This is an optimization exercise on Yosys and OpenROAD, whose aim is small area and few clock cycles per item, not a production implementation.
In this exercise RTL edits were held to simulation tests only and were not proved equivalent to the original.
No activity file was given, so power comes from the tool's default toggle rates.

`design/flow/flow/area.abc`:
```
strash; dch; map -a; topo; dnsize
```
`design/flow/standard.sh`:
```
#!/bin/bash
# synth_recipe.tcl (not shown) runs the flow's synth.tcl, then flattens the netlist and writes it again
# the make line also repeats each setting of config.mk as NAME=value (left out here)
make -C /OpenROAD-flow-scripts/flow DESIGN_CONFIG=/design/flow/config.mk WORK_HOME=/design/flow/orfs CLKGATE_MAP_FILE= SYNTH_SCRIPT=/design/flow/synth_recipe.tcl "${@:-finish}"
```
`design/flow/flow/abc_override.tcl`:
```
# Technology mapping with an area-oriented ABC script (MY_ABC_SCRIPT) in place
# of the one the synthesis script names; the rest of the synthesis is the standard flow's.
proc abc {args} {
  set i [lsearch -exact $args -script]
  if {$i >= 0 && [info exists ::env(MY_ABC_SCRIPT)]} {
    lset args [expr {$i + 1}] $::env(MY_ABC_SCRIPT)
  }
  yosys abc {*}$args
}
```
`design/flow/flow/run.sh`:
```
#!/bin/bash
# Layout: the standard flow (standard.sh) with three changes:
#  - synthesis is synth_recipe.tcl unchanged, but ABC maps the logic with an
#    area-oriented script (flow/area.abc); registers are mapped before ABC
#    and are the standard synthesis's;
#  - ports are buffered with the smallest buffer;
#  - the clock tree is built from clkbuf_4/clkbuf_8 without dummy loads,
#    with sink clusters of up to 16 flip-flops.
# Each make run's output goes to its own log file here; ORFS's per-step logs
# are under orfs/logs.
set -euo pipefail
W=$PWD
export MY_ABC_SCRIPT=$W/flow/area.abc
cat "$W/flow/abc_override.tcl" "$W/synth_recipe.tcl" > "$W/my_synth.tcl"
bash "$W/standard.sh" "SYNTH_SCRIPT=$W/my_synth.tcl" \
  "BUFFER_PORTS_ARGS=-inputs -outputs -buffer_cell sky130_fd_sc_hd__buf_1" \
  "CTS_ARGS=-sink_clustering_enable -repair_clock_nets -dont_use_dummy_load -sink_clustering_size 16 -sink_clustering_max_diameter 50 -buf_list {sky130_fd_sc_hd__clkbuf_4 sky130_fd_sc_hd__clkbuf_8}" \
  finish > "$W/make_finish.log" 2>&1
```
`design/flow/config.mk`:
```
export PLATFORM = sky130hd
export DESIGN_NAME = box_redact_blend_mosaic_core
export DESIGN_NICKNAME = box_redact_blend_mosaic_core
export VERILOG_FILES = /design/flow/design.v
export SDC_FILE = /design/flow/constraint.sdc
export NUM_CORES = 4
export LEC_CHECK = 0
export CAP_MARGIN = 0
export CORE_MARGIN = 2
export CORE_UTILIZATION = 70
export GPL_TIMING_DRIVEN = 0
export SETUP_SLACK_MARGIN = 0.3
export SLEW_MARGIN = 0
```
`design/flow/constraint.sdc`:
```
create_clock -name core_clock -period 6.5 [get_ports {clk_i}]
set_input_delay 1.3000 -clock core_clock [delete_from_list [all_inputs] [get_ports {clk_i}]]
set_output_delay 1.3000 -clock core_clock [all_outputs]
set_load 0.01 [all_outputs]
```
`design/flow/design.v`:
```
`default_nettype none
package brbm_pkg;
  localparam int COORD_W    = 12;
  localparam int SAMPLE_W   = 8;
  localparam int EDGE_W     = 13;
  localparam int CFG_IDX_W  = 3;
  localparam int CFG_DATA_W = 32;
  localparam logic [CFG_IDX_W-1:0] CFG_BOX_LEFT    = 3'd0;
  localparam logic [CFG_IDX_W-1:0] CFG_BOX_RIGHT   = 3'd1;
  localparam logic [CFG_IDX_W-1:0] CFG_BOX_TOP     = 3'd2;
  localparam logic [CFG_IDX_W-1:0] CFG_BOX_BOTTOM  = 3'd3;
  localparam logic [CFG_IDX_W-1:0] CFG_REDACT_MODE = 3'd4;
  localparam logic [CFG_IDX_W-1:0] CFG_FILL_YUVA   = 3'd5;
  localparam logic MODE_SOLID  = 1'b0;
  localparam logic MODE_MOSAIC = 1'b1;
endpackage
`default_nettype wire
module brbm_blend (
  input  wire logic [7:0] s,
  input  wire logic [7:0] f,
  input  wire logic [7:0] a,
  output logic      [7:0] th,
  output logic            c
);
  logic p1, p2, p3, p4, p5, p6, p7, p8, p9, p10, p11, p12, p13, p14, p15, p16, p17, p18, p19, p20, p21, p22, p23, p24, p25, p26, p27, p28, p29, p30, p31, p32, p33, p34, p35, p36, p37, p38, p39, p40, p41, p42, p43, p44, p45, p46, p47, p48, p49, p50, p51, p52, p53, p54, p55, p56, p57, p58, p59, p60, p61, p62, p63, p64, s65, c66, s67, c68, s69, c70, s71, c72, s73, c74, s75, c76, s77, c78, s79, c80, s81, c82, s83, c84, s85, c86, s87, c88, s89, c90, s91, c92, s93, c94, s95, c96, s97, c98, s99, c100, s101, c102, s103, c104, s105, c106, s107, c108, s109, c110, s111, c112, s113, c114, s115, c116, s117, c118, s119, c120, s121, c122, s123, c124, s125, c126, s127, c128, s129, c130, s131, c132, s133, c134, s135, c136, s137, c138, s139, c140, s141, c142, s143, c144, s145, c146, s147, c148;
  assign p1 = a[0] ? f[0] : s[0];
  assign p2 = a[0] ? f[1] : s[1];
  assign p3 = a[0] ? f[2] : s[2];
  assign p4 = a[0] ? f[3] : s[3];
  assign p5 = a[0] ? f[4] : s[4];
  assign p6 = a[0] ? f[5] : s[5];
  assign p7 = a[0] ? f[6] : s[6];
  assign p8 = a[0] ? f[7] : s[7];
  assign p9 = a[1] ? f[0] : s[0];
  assign p10 = a[1] ? f[1] : s[1];
  assign p11 = a[1] ? f[2] : s[2];
  assign p12 = a[1] ? f[3] : s[3];
  assign p13 = a[1] ? f[4] : s[4];
  assign p14 = a[1] ? f[5] : s[5];
  assign p15 = a[1] ? f[6] : s[6];
  assign p16 = a[1] ? f[7] : s[7];
  assign p17 = a[2] ? f[0] : s[0];
  assign p18 = a[2] ? f[1] : s[1];
  assign p19 = a[2] ? f[2] : s[2];
  assign p20 = a[2] ? f[3] : s[3];
  assign p21 = a[2] ? f[4] : s[4];
  assign p22 = a[2] ? f[5] : s[5];
  assign p23 = a[2] ? f[6] : s[6];
  assign p24 = a[2] ? f[7] : s[7];
  assign p25 = a[3] ? f[0] : s[0];
  assign p26 = a[3] ? f[1] : s[1];
  assign p27 = a[3] ? f[2] : s[2];
  assign p28 = a[3] ? f[3] : s[3];
  assign p29 = a[3] ? f[4] : s[4];
  assign p30 = a[3] ? f[5] : s[5];
  assign p31 = a[3] ? f[6] : s[6];
  assign p32 = a[3] ? f[7] : s[7];
  assign p33 = a[4] ? f[0] : s[0];
  assign p34 = a[4] ? f[1] : s[1];
  assign p35 = a[4] ? f[2] : s[2];
  assign p36 = a[4] ? f[3] : s[3];
  assign p37 = a[4] ? f[4] : s[4];
  assign p38 = a[4] ? f[5] : s[5];
  assign p39 = a[4] ? f[6] : s[6];
  assign p40 = a[4] ? f[7] : s[7];
  assign p41 = a[5] ? f[0] : s[0];
  assign p42 = a[5] ? f[1] : s[1];
  assign p43 = a[5] ? f[2] : s[2];
  assign p44 = a[5] ? f[3] : s[3];
  assign p45 = a[5] ? f[4] : s[4];
  assign p46 = a[5] ? f[5] : s[5];
  assign p47 = a[5] ? f[6] : s[6];
  assign p48 = a[5] ? f[7] : s[7];
  assign p49 = a[6] ? f[0] : s[0];
  assign p50 = a[6] ? f[1] : s[1];
  assign p51 = a[6] ? f[2] : s[2];
  assign p52 = a[6] ? f[3] : s[3];
  assign p53 = a[6] ? f[4] : s[4];
  assign p54 = a[6] ? f[5] : s[5];
  assign p55 = a[6] ? f[6] : s[6];
  assign p56 = a[6] ? f[7] : s[7];
  assign p57 = a[7] ? f[0] : s[0];
  assign p58 = a[7] ? f[1] : s[1];
  assign p59 = a[7] ? f[2] : s[2];
  assign p60 = a[7] ? f[3] : s[3];
  assign p61 = a[7] ? f[4] : s[4];
  assign p62 = a[7] ? f[5] : s[5];
  assign p63 = a[7] ? f[6] : s[6];
  assign p64 = a[7] ? f[7] : s[7];
  assign s65 = p7 ^ p14;
  assign c66 = p7 & p14;
  assign s67 = p8 ^ p15 ^ p22;
  assign c68 = (p8 & p15) | (p8 & p22) | (p15 & p22);
  assign s69 = p29 ^ p36;
  assign c70 = p29 & p36;
  assign s71 = p16 ^ p23 ^ p30;
  assign c72 = (p16 & p23) | (p16 & p30) | (p23 & p30);
  assign s73 = p37 ^ p44;
  assign c74 = p37 & p44;
  assign s75 = p24 ^ p31 ^ p38;
  assign c76 = (p24 & p31) | (p24 & p38) | (p31 & p38);
  assign s77 = p5 ^ p12;
  assign c78 = p5 & p12;
  assign s79 = p6 ^ p13 ^ p20;
  assign c80 = (p6 & p13) | (p6 & p20) | (p13 & p20);
  assign s81 = p27 ^ p34;
  assign c82 = p27 & p34;
  assign s83 = s65 ^ p21 ^ p28;
  assign c84 = (s65 & p21) | (s65 & p28) | (p21 & p28);
  assign s85 = p35 ^ p42 ^ p49;
  assign c86 = (p35 & p42) | (p35 & p49) | (p42 & p49);
  assign s87 = s67 ^ s69 ^ p43;
  assign c88 = (s67 & s69) | (s67 & p43) | (s69 & p43);
  assign s89 = p50 ^ p57 ^ c66;
  assign c90 = (p50 & p57) | (p50 & c66) | (p57 & c66);
  assign s91 = s71 ^ s73 ^ p51;
  assign c92 = (s71 & s73) | (s71 & p51) | (s73 & p51);
  assign s93 = p58 ^ c68 ^ c70;
  assign c94 = (p58 & c68) | (p58 & c70) | (c68 & c70);
  assign s95 = s75 ^ p45 ^ p52;
  assign c96 = (s75 & p45) | (s75 & p52) | (p45 & p52);
  assign s97 = p59 ^ c72 ^ c74;
  assign c98 = (p59 & c72) | (p59 & c74) | (c72 & c74);
  assign s99 = p32 ^ p39 ^ p46;
  assign c100 = (p32 & p39) | (p32 & p46) | (p39 & p46);
  assign s101 = p53 ^ p60 ^ c76;
  assign c102 = (p53 & p60) | (p53 & c76) | (p60 & c76);
  assign s103 = p40 ^ p47 ^ p54;
  assign c104 = (p40 & p47) | (p40 & p54) | (p47 & p54);
  assign s105 = p4 ^ p11;
  assign c106 = p4 & p11;
  assign s107 = s77 ^ p19 ^ p26;
  assign c108 = (s77 & p19) | (s77 & p26) | (p19 & p26);
  assign s109 = s79 ^ s81 ^ p41;
  assign c110 = (s79 & s81) | (s79 & p41) | (s81 & p41);
  assign s111 = s83 ^ s85 ^ c80;
  assign c112 = (s83 & s85) | (s83 & c80) | (s85 & c80);
  assign s113 = s87 ^ s89 ^ c84;
  assign c114 = (s87 & s89) | (s87 & c84) | (s89 & c84);
  assign s115 = s91 ^ s93 ^ c88;
  assign c116 = (s91 & s93) | (s91 & c88) | (s93 & c88);
  assign s117 = s95 ^ s97 ^ c92;
  assign c118 = (s95 & s97) | (s95 & c92) | (s97 & c92);
  assign s119 = s99 ^ s101 ^ c96;
  assign c120 = (s99 & s101) | (s99 & c96) | (s101 & c96);
  assign s121 = s103 ^ p61 ^ c100;
  assign c122 = (s103 & p61) | (s103 & c100) | (p61 & c100);
  assign s123 = p48 ^ p55 ^ p62;
  assign c124 = (p48 & p55) | (p48 & p62) | (p55 & p62);
  assign s125 = p3 ^ p10;
  assign c126 = p3 & p10;
  assign s127 = s105 ^ p18 ^ p25;
  assign c128 = (s105 & p18) | (s105 & p25) | (p18 & p25);
  assign s129 = s107 ^ p33 ^ c106;
  assign c130 = (s107 & p33) | (s107 & c106) | (p33 & c106);
  assign s131 = s109 ^ c78 ^ c108;
  assign c132 = (s109 & c78) | (s109 & c108) | (c78 & c108);
  assign s133 = s111 ^ c82 ^ c110;
  assign c134 = (s111 & c82) | (s111 & c110) | (c82 & c110);
  assign s135 = s113 ^ c86 ^ c112;
  assign c136 = (s113 & c86) | (s113 & c112) | (c86 & c112);
  assign s137 = s115 ^ c90 ^ c114;
  assign c138 = (s115 & c90) | (s115 & c114) | (c90 & c114);
  assign s139 = s117 ^ c94 ^ c116;
  assign c140 = (s117 & c94) | (s117 & c116) | (c94 & c116);
  assign s141 = s119 ^ c98 ^ c118;
  assign c142 = (s119 & c98) | (s119 & c118) | (c98 & c118);
  assign s143 = s121 ^ c102 ^ c120;
  assign c144 = (s121 & c102) | (s121 & c120) | (c102 & c120);
  assign s145 = s123 ^ c104 ^ c122;
  assign c146 = (s123 & c104) | (s123 & c122) | (c104 & c122);
  assign s147 = p56 ^ p63 ^ c124;
  assign c148 = (p56 & p63) | (p56 & c124) | (p63 & c124);
  logic [15:0] r1, r2, t;
  logic [8:0]  u;
  assign r1 = {1'b0, p64, s147, s145, s143, s141, s139, s137, s135, s133, s131, s129, s127, s125, p2, p1};
  assign r2 = {1'b0, c148, c146, c144, c142, c140, c138, c136, c134, c132, c130, c128, c126, p17, p9, 1'b0};
  assign t  = r1 + r2;
  assign u  = {1'b0, t[15:8]} + {1'b0, t[7:0]} + 9'd1;
  assign th = t[15:8];
  assign c  = u[8];
endmodule
`default_nettype none
module brbm_corner_store #(
  parameter int DEPTH = 64,
  parameter int AW    = 6,
  parameter int DW    = 24,
  parameter int NINS  = 2
) (
  input  wire logic          clk_i,
  input  wire logic          rst_ni,
  input  wire logic          we_i,
  input  wire logic [AW-1:0] addr_i,
  input  wire logic [DW-1:0] wdata_i,
  output logic      [DW-1:0] rdata_o,
  output logic               full_o
);
  localparam int GAP = DEPTH / NINS;
  localparam int GW  = $clog2(GAP);
  logic [AW-1:0] ptr_q;
  always_ff @(posedge clk_i or negedge rst_ni) begin
    if (!rst_ni) ptr_q <= '0;
    else         ptr_q <= ptr_q + AW'(1);
  end
  logic [1:0]    pv_q;
  logic [AW-1:0] pa_q [0:1];
  logic [DW-1:0] pd_q [0:1];
  logic [AW-1:0] ins_pos [0:1];
  logic [1:0]    ins_ok;
  logic          ins, ins_e;
  logic [AW-1:0] ins_at;
  logic [DW-1:0] ins_data;
  always_comb begin
    for (int e = 0; e < 2; e++) begin
      ins_pos[e] = pa_q[e] + ptr_q + AW'(1);
      ins_ok[e]  = pv_q[e] && (ins_pos[e][GW-1:0] == '0);
    end
  end
  assign ins      = |ins_ok;
  assign ins_e    = !ins_ok[0];
  assign ins_at   = ins_pos[ins_e];
  assign ins_data = pd_q[ins_e];
  assign full_o   = (pv_q == 2'b11) && !ins;
  logic [DEPTH*DW-1:0] ring_q, ring_d;
  always_comb begin
    ring_d = {ring_q[(DEPTH-1)*DW-1:0], ring_q[DEPTH*DW-1 -: DW]};
    for (int j = 0; j < NINS; j++) begin
      if (ins && (ins_at[AW-1:GW] == (AW-GW)'(j))) ring_d[j*GAP*DW +: DW] = ins_data;
    end
  end
  always_ff @(posedge clk_i) begin
    ring_q <= ring_d;
  end
  logic [1:0] hit, left, match, alloc, pv_d;
  always_comb begin
    for (int e = 0; e < 2; e++) hit[e] = pv_q[e] && (pa_q[e] == addr_i);
    left = pv_q;
    if (ins) left[ins_e] = 1'b0;
    match = we_i ? (hit & left) : 2'b00;
    alloc = '0;
    if (we_i && match == 2'b00) begin
      if (!left[0]) alloc[0] = 1'b1;
      else          alloc[1] = 1'b1;
    end
    pv_d = left | alloc;
  end
  always_ff @(posedge clk_i or negedge rst_ni) begin
    if (!rst_ni) pv_q <= '0;
    else         pv_q <= pv_d;
  end
  always_ff @(posedge clk_i) begin
    for (int e = 0; e < 2; e++) begin
      if (alloc[e])            pa_q[e] <= addr_i;
      if (alloc[e] | match[e]) pd_q[e] <= wdata_i;
    end
  end
  logic [AW-1:0]    rpos;
  logic [DEPTH-1:0] rsel;
  logic [DW-1:0]    ring_rd;
  assign rpos = addr_i + ptr_q;
  always_comb begin
    for (int i = 0; i < DEPTH; i++) rsel[i] = (rpos == AW'(i));
    ring_rd = '0;
    for (int i = 0; i < DEPTH; i++) begin
      ring_rd = ring_rd | (ring_q[i*DW +: DW] & {DW{rsel[i]}});
    end
  end
  always_comb begin
    if (hit[0])      rdata_o = pd_q[0];
    else if (hit[1]) rdata_o = pd_q[1];
    else             rdata_o = ring_rd;
  end
endmodule
`default_nettype wire
`default_nettype none
module box_redact_blend_mosaic_core (
  input  wire logic                             clk_i,
  input  wire logic                             rst_ni,
  input  wire logic                             cfg_we_i,
  input  wire logic [brbm_pkg::CFG_IDX_W-1:0]   cfg_index_i,
  input  wire logic [brbm_pkg::CFG_DATA_W-1:0]  cfg_data_i,
  input  wire logic                             in_valid_i,
  output logic                                  in_stall_o,
  input  wire logic [brbm_pkg::COORD_W-1:0]     col_i,
  input  wire logic [brbm_pkg::COORD_W-1:0]     row_index_i,
  input  wire logic [brbm_pkg::SAMPLE_W-1:0]    luma_in_i,
  input  wire logic [brbm_pkg::SAMPLE_W-1:0]    cb_in_i,
  input  wire logic [brbm_pkg::SAMPLE_W-1:0]    cr_in_i,
  output logic                                  out_valid_o,
  input  wire logic                             out_stall_i,
  output logic [brbm_pkg::SAMPLE_W-1:0]         luma_out_o,
  output logic [brbm_pkg::SAMPLE_W-1:0]         cb_out_o,
  output logic [brbm_pkg::SAMPLE_W-1:0]         cr_out_o
);
  localparam int COORD_W    = brbm_pkg::COORD_W;
  localparam int SAMPLE_W   = brbm_pkg::SAMPLE_W;
  localparam int EDGE_W     = brbm_pkg::EDGE_W;
  localparam int CFG_DATA_W = brbm_pkg::CFG_DATA_W;
  logic [COORD_W-1:0]    box_left_q, box_top_q;
  logic [EDGE_W-1:0]     box_right_q, box_bottom_q;
  logic                  mode_q;
  logic [CFG_DATA_W-1:0] fill_q;
  always_ff @(posedge clk_i or negedge rst_ni) begin
    if (!rst_ni) begin
      box_left_q   <= '0;
      box_right_q  <= '0;
      box_top_q    <= '0;
      box_bottom_q <= '0;
      mode_q       <= brbm_pkg::MODE_MOSAIC;
      fill_q       <= '0;
    end else if (cfg_we_i) begin
      case (cfg_index_i)
        brbm_pkg::CFG_BOX_LEFT:    box_left_q   <= cfg_data_i[COORD_W-1:0];
        brbm_pkg::CFG_BOX_RIGHT:   box_right_q  <= cfg_data_i[EDGE_W-1:0];
        brbm_pkg::CFG_BOX_TOP:     box_top_q    <= cfg_data_i[COORD_W-1:0];
        brbm_pkg::CFG_BOX_BOTTOM:  box_bottom_q <= cfg_data_i[EDGE_W-1:0];
        brbm_pkg::CFG_REDACT_MODE: mode_q       <= cfg_data_i[0];
        brbm_pkg::CFG_FILL_YUVA:   fill_q       <= cfg_data_i;
        default: ;
      endcase
    end
  end
  logic v_q, en, full, take;
  assign en         = !v_q || !out_stall_i;
  assign in_stall_o = !en || full;
  assign take       = in_valid_i && !in_stall_o;
  always_ff @(posedge clk_i or negedge rst_ni) begin
    if (!rst_ni) begin
      v_q <= 1'b0;
    end else if (en) begin
      v_q <= take;
    end
  end
  logic in_box, corner;
  logic [3*SAMPLE_W-1:0] pix, rdata;
  assign pix    = {luma_in_i, cb_in_i, cr_in_i};
  function automatic logic lt13(input logic [EDGE_W-1:0] a, input logic [EDGE_W-1:0] b);
    logic lt, eq;
    lt = 1'b0;
    eq = 1'b1;
    for (int i = EDGE_W - 1; i >= 0; i--) begin
      lt = lt | (eq & ~a[i] & b[i]);
      eq = eq & ~(a[i] ^ b[i]);
    end
    lt13 = lt;
  endfunction
  assign in_box = !lt13({1'b0, col_i}, {1'b0, box_left_q}) && lt13({1'b0, col_i}, box_right_q) &&
                  !lt13({1'b0, row_index_i}, {1'b0, box_top_q}) &&
                  lt13({1'b0, row_index_i}, box_bottom_q);
  assign corner = (col_i[5:0] == 6'd0) && (row_index_i[5:0] == 6'd0);
  brbm_corner_store #(
    .DEPTH (64),
    .AW    (6),
    .DW    (3*SAMPLE_W),
    .NINS  (2)
  ) u_store (
    .clk_i   (clk_i),
    .rst_ni  (rst_ni),
    .we_i    (take && corner),
    .addr_i  (col_i[11:6]),
    .wdata_i (pix),
    .rdata_o (rdata),
    .full_o  (full)
  );
  logic [3*SAMPLE_W-1:0] mix_th, data;
  logic [2:0]            mix_c, inc;
  brbm_blend u_blend_y  (.s(luma_in_i), .f(fill_q[31:24]), .a(fill_q[7:0]),
                         .th(mix_th[23:16]), .c(mix_c[2]));
  brbm_blend u_blend_cb (.s(cb_in_i),   .f(fill_q[23:16]), .a(fill_q[7:0]),
                         .th(mix_th[15:8]),  .c(mix_c[1]));
  brbm_blend u_blend_cr (.s(cr_in_i),   .f(fill_q[15:8]),  .a(fill_q[7:0]),
                         .th(mix_th[7:0]),   .c(mix_c[0]));
  always_comb begin
    inc = 3'b000;
    if (!in_box)                               data = pix;
    else if (mode_q == brbm_pkg::MODE_SOLID) begin
      data = mix_th;
      inc  = mix_c;
    end
    else if (corner)                           data = pix;
    else                                       data = rdata;
  end
  logic [3*SAMPLE_W-1:0] data_q;
  logic [2:0]            inc_q;
  always_ff @(posedge clk_i) begin
    if (en) begin
      data_q <= data;
      inc_q  <= inc;
    end
  end
  assign luma_out_o  = data_q[23:16] + SAMPLE_W'(inc_q[2]);
  assign cb_out_o    = data_q[15:8]  + SAMPLE_W'(inc_q[1]);
  assign cr_out_o    = data_q[7:0]   + SAMPLE_W'(inc_q[0]);
  assign out_valid_o = v_q;
endmodule
`default_nettype wire
```
==> run summary <==
-- worst max-delay path by stage --
stage	to	slack (ps)	startpoint	depth (start not counted)
after floorplan	u_store.pd_q[0][0]	350	u_store.ptr_q[1]	17
after global placement	u_store.ring_q[20]	-4340	u_store.ptr_q[1]	14
after detailed placement	data_q[0]	-930	col_i[7]	19
after CTS	data_q[0]	260	col_i[7]	20
after global routing	data_q[0]	230	col_i[7]	20
final	data_q[0]	300	col_i[7]	20
-- registers in the layout, indices dropped and copies added, names as in the netlist, 3 cells and up --
register / flops
box_left_q: 12
inc_q: 3
u_store.ptr_q: 6
box_bottom_q: 13
box_top_q: 12
fill_q: 32
u_store.pa_q: 12
u_store.ring_q: 1536
data_q: 24
u_store.pd_q: 48
box_right_q: 13
-- final cells by class --
class                      instances  area [µm²]  area share [%]
antenna                            4        10.0          0.0167
clock buffer                     136        1870            3.13
inverter                         303        1150            1.93
multi-input combinational       2577       18100            30.2
sequential                      1715       35700            59.6
tap                             1040        1300            2.17
timing repair buffer             185        1740            2.91
-- critical path, cell delays in order --
cell and delay (ps):
buf_1 290, clkinv_1 400, fa_1 550, clkinv_1 60
nor2_1 30, nor2_1 420, clkinv_1 230, nor2_1 170
clkinv_1 160, nor2_1 130, clkinv_1 640, nor2_4 710
a22oi_1 130, nand4_1 300, nor4_1 140, a31oi_1 520
a211oi_1 220, a21oi_1 170, o21ai_0 110, o22ai_1 120
-- logic make-up after synthesis --
logic type / Yosys count / synth area share (%)
flops: 1715 / 65.7
fa+ha+maj: 217 / 6.51
buf+inv: 303 / 2.09
compound gates: 1375 / 17.0
xor+xnor: 67 / 1.08
simple gates: 893 / 7.47
mux: 8 / 0.166
-- stage by stage --
stage / cell area, µm² / setup WS (ps)
final: 59900 / 305
after global routing: 59900 / 227
after CTS: 59600 / 261
after detailed placement: 57600 / -928
after global placement: 56000 / -4340
after floorplan: 54300 / 349
-- layer usage --
| layer | wire length (µm) | vias up | GRT usage [%] |
|---|---|---|---|
| li1 | - | 17400 | - |
| met1 | 62300 | 19100 | 51.9 |
| met2 | 70700 | 2205 | 59.8 |
| met3 | 18000 | 445 | 11.0 |
| met4 | 6040 | 10 | 13.8 |
| met5 | 69 | - | 0 |
-- cells in the mapped netlist (5+ instances only) --
master / instances
o221ai_1: 8
o22ai_1: 20
nor2_1: 239
a211oi_1: 23
edfxtp_1: 87
xnor2_1: 16
nand4_1: 194
a221oi_1: 5
mux2_2: 8
o21bai_1: 9
o31ai_1: 7
xor2_1: 51
or2_2: 7
clkinv_1: 303
fa_1: 109
o211ai_1: 21
nand3_1: 32
dfxtp_1: 1536
a31oi_1: 67
o21ai_0: 308
a21oi_1: 95
nand2_1: 357
nor4_1: 52
nor3_1: 5
ha_1: 108
a22oi_1: 790
dfrtp_1: 91
a21o_1: 7
-- power breakdown --
| part | switching (mW) | total, mW | internal [mW] | leakage, nW |
|---|---|---|---|---|
| Clock | 3.18 | 5.06 | 1.88 | 0.978 |
| Combinational | 5.49 | 9.34 | 3.85 | 6.72 |
| Sequential | 0.234 | 11.0 | 10.8 | 14.3 |
-- repair_timing --
item | 4_1_cts | 5_1_grt
buffers inserted | 5 | 7
gates cloned | 11 | 6
endpoints found under the hold margin | 0 | 0
endpoints found under the setup margin | 48 | 49
pin swaps | 14 | 8
resized for setup | 7 | 30
==> reports/results.tsv <==
stage	metric	value	unit
die	die_w	283	µm
route	avgViaCountPerCell	6.56	
route	via_count	39100	
global_route	grt_pass1_vias	37400	
global_route	gr-total-overflow	0	
finish	instances_no_fill	5960	
setup_path	critPathKind	in2reg	
place	port_buffers	113	
setup_path	critPathArrivalTime	6820	ps
route	drt-wirelength-per-cell	26.4	µm
sta	fin_setup_tns	0	ps
finish	fillers	5064	
synth	synth_top_area_cell	dfxtp_1	
clocking	cts.path.max_buffers	3	
outcome	status	finished clean	
finish	final_cell_mix	1536 x dfxtp_1, 790 x a22oi_1, 353 x nand2_1, 307 x o21ai_0, 295 x clkinv_1	
synth	syn_area_per_cell	11.9	µm²
synth	ys_seq_elements	1715	
synth	synth_fp_nets	4883	
power_and_ir_drop	power.density	425	nW/µm²
setup_path	setup.worst_path.start_class	input pin	
power_and_ir_drop	irDropWorstVdd	0.000681	V
global_route	antenna_found_initial	6	
sta	worstMarginPinSlew	1180	ps
synth	synth_edf_count	87	
die	ioPinCount	114	
worst_hold_path	hold_end	u_store.ring_q[489]	
synth	synth.cell_area	54300	µm²
setup_path	timing.rr.start	fill_q[3]	
job	max-cap-violations	0	
die	core_region_area	77100	µm²
sta	layout_min_cycle_time	6200	ps
finish	nets	5223	
clocking	cts_sinks	1715	
setup_path	reg2reg_setup_slack	710	ps
synth	synth.area.top_cells	dfxtp_1 57%, a22oi_1 11%, edfxtp_1 4.8%	
place	place_congestion	0.909	
die	rows	102	
sta	drv_slew	0	
setup_path	required	7130	ps
worst_hold_path	hold_class	reg2reg	
clocking	cts_made_buffers	136	
synth	synthCells	4578	
clocking	clock_latency	840	ps
route	totalWireLength	157000	µm
setup_path	worstSetupEndpointType	register	
global_route	grt_pass1_wl	227000	µm
clocking	cts-root-buf	clkbuf_8	
synth	netlist.area_leader.share	56.6	%
synth	synthFlopType	dfxtp_1	
place	dp_cells	5790	
synth	synth_cell_types	43	
route	drc	0	
clocking	h-tree-depth	4	
worst_hold_path	hold_path_depth	0	
worst_hold_path	hold_start	u_store.ring_q[465]	
die	fp.dieH	283	µm
finish	synthToLayoutAreaGrowth	10.2	%
sta	fin_skew	113	ps
synth	synth_warnings	5	
sta	hold_ws	306	ps
clocking	cts_tree	built	
sta	hold_viol_final	0	
setup_path	worst_r2r_endpoint	inc_q[1]	
synth	ys_seq_area_share	65.7	%
sta	slew_headroom	21.5	%
route	first_iter_violations	4534	
setup_path	rr_worst_depth	22	
power_and_ir_drop	total_power	25.4	mW
global_route	grt_use_total	38.5	%
setup_path	critPathMaxFanout	12	
sta	max_freq	161	MHz
power_and_ir_drop	leakagePower	22.0	nW
sta	rsz0062_at_grt	yes	
route	first_pass_iters	6	
place	dp_hpwl	103000	µm
route	antenna_left	0	
global_route	grt_max_degree	50	
sta	setup_viol	0	
finish	fin_util	77.7	%
synth	synth-async-reset-ratio	5.36	%
die	start_util	70.5	%
sta	min_period_over_period	95.3	%
clocking	hold_buffers	0	
die	dieArea	79800	µm²
finish	drive_gt1_share	6.90	%
finish	layout_commonest_cell	dfxtp_1	
clocking	cts.reportedPaths.clkPinSlew	90	ps
Testbench counts, summed over its fixed seeds: cycles 66,790, items 65,536.

[port drivers added, routing unchanged]
The results above use ideal ports. As a check the final layout listed here was re-extracted and re-timed, cells and wires unchanged. Step 1 assumes that a clkbuf_16 drives the clock port and a buf_2 every other input. Step 2 also shifts input and output timing later by t, the mid clock arrival at the registers, as if the neighbouring blocks saw the same clock. Slacks: ideal ports / drivers / drivers and shift; pairs: ideal ports / drivers.
t (ns): 0.854
setup WS [ns]: 0.305 / 0.345 / -0.509
latest minus earliest clock arrival (ns): 0.123 / 0.124
slew at the worst register clock pin (ns): 0.10 / 0.10
Met with ideal ports but missed after step 2: setup timing in this run. For this run, drivers alone change the setup slack by +0.040 ns; drivers and shift together by -0.814 ns.
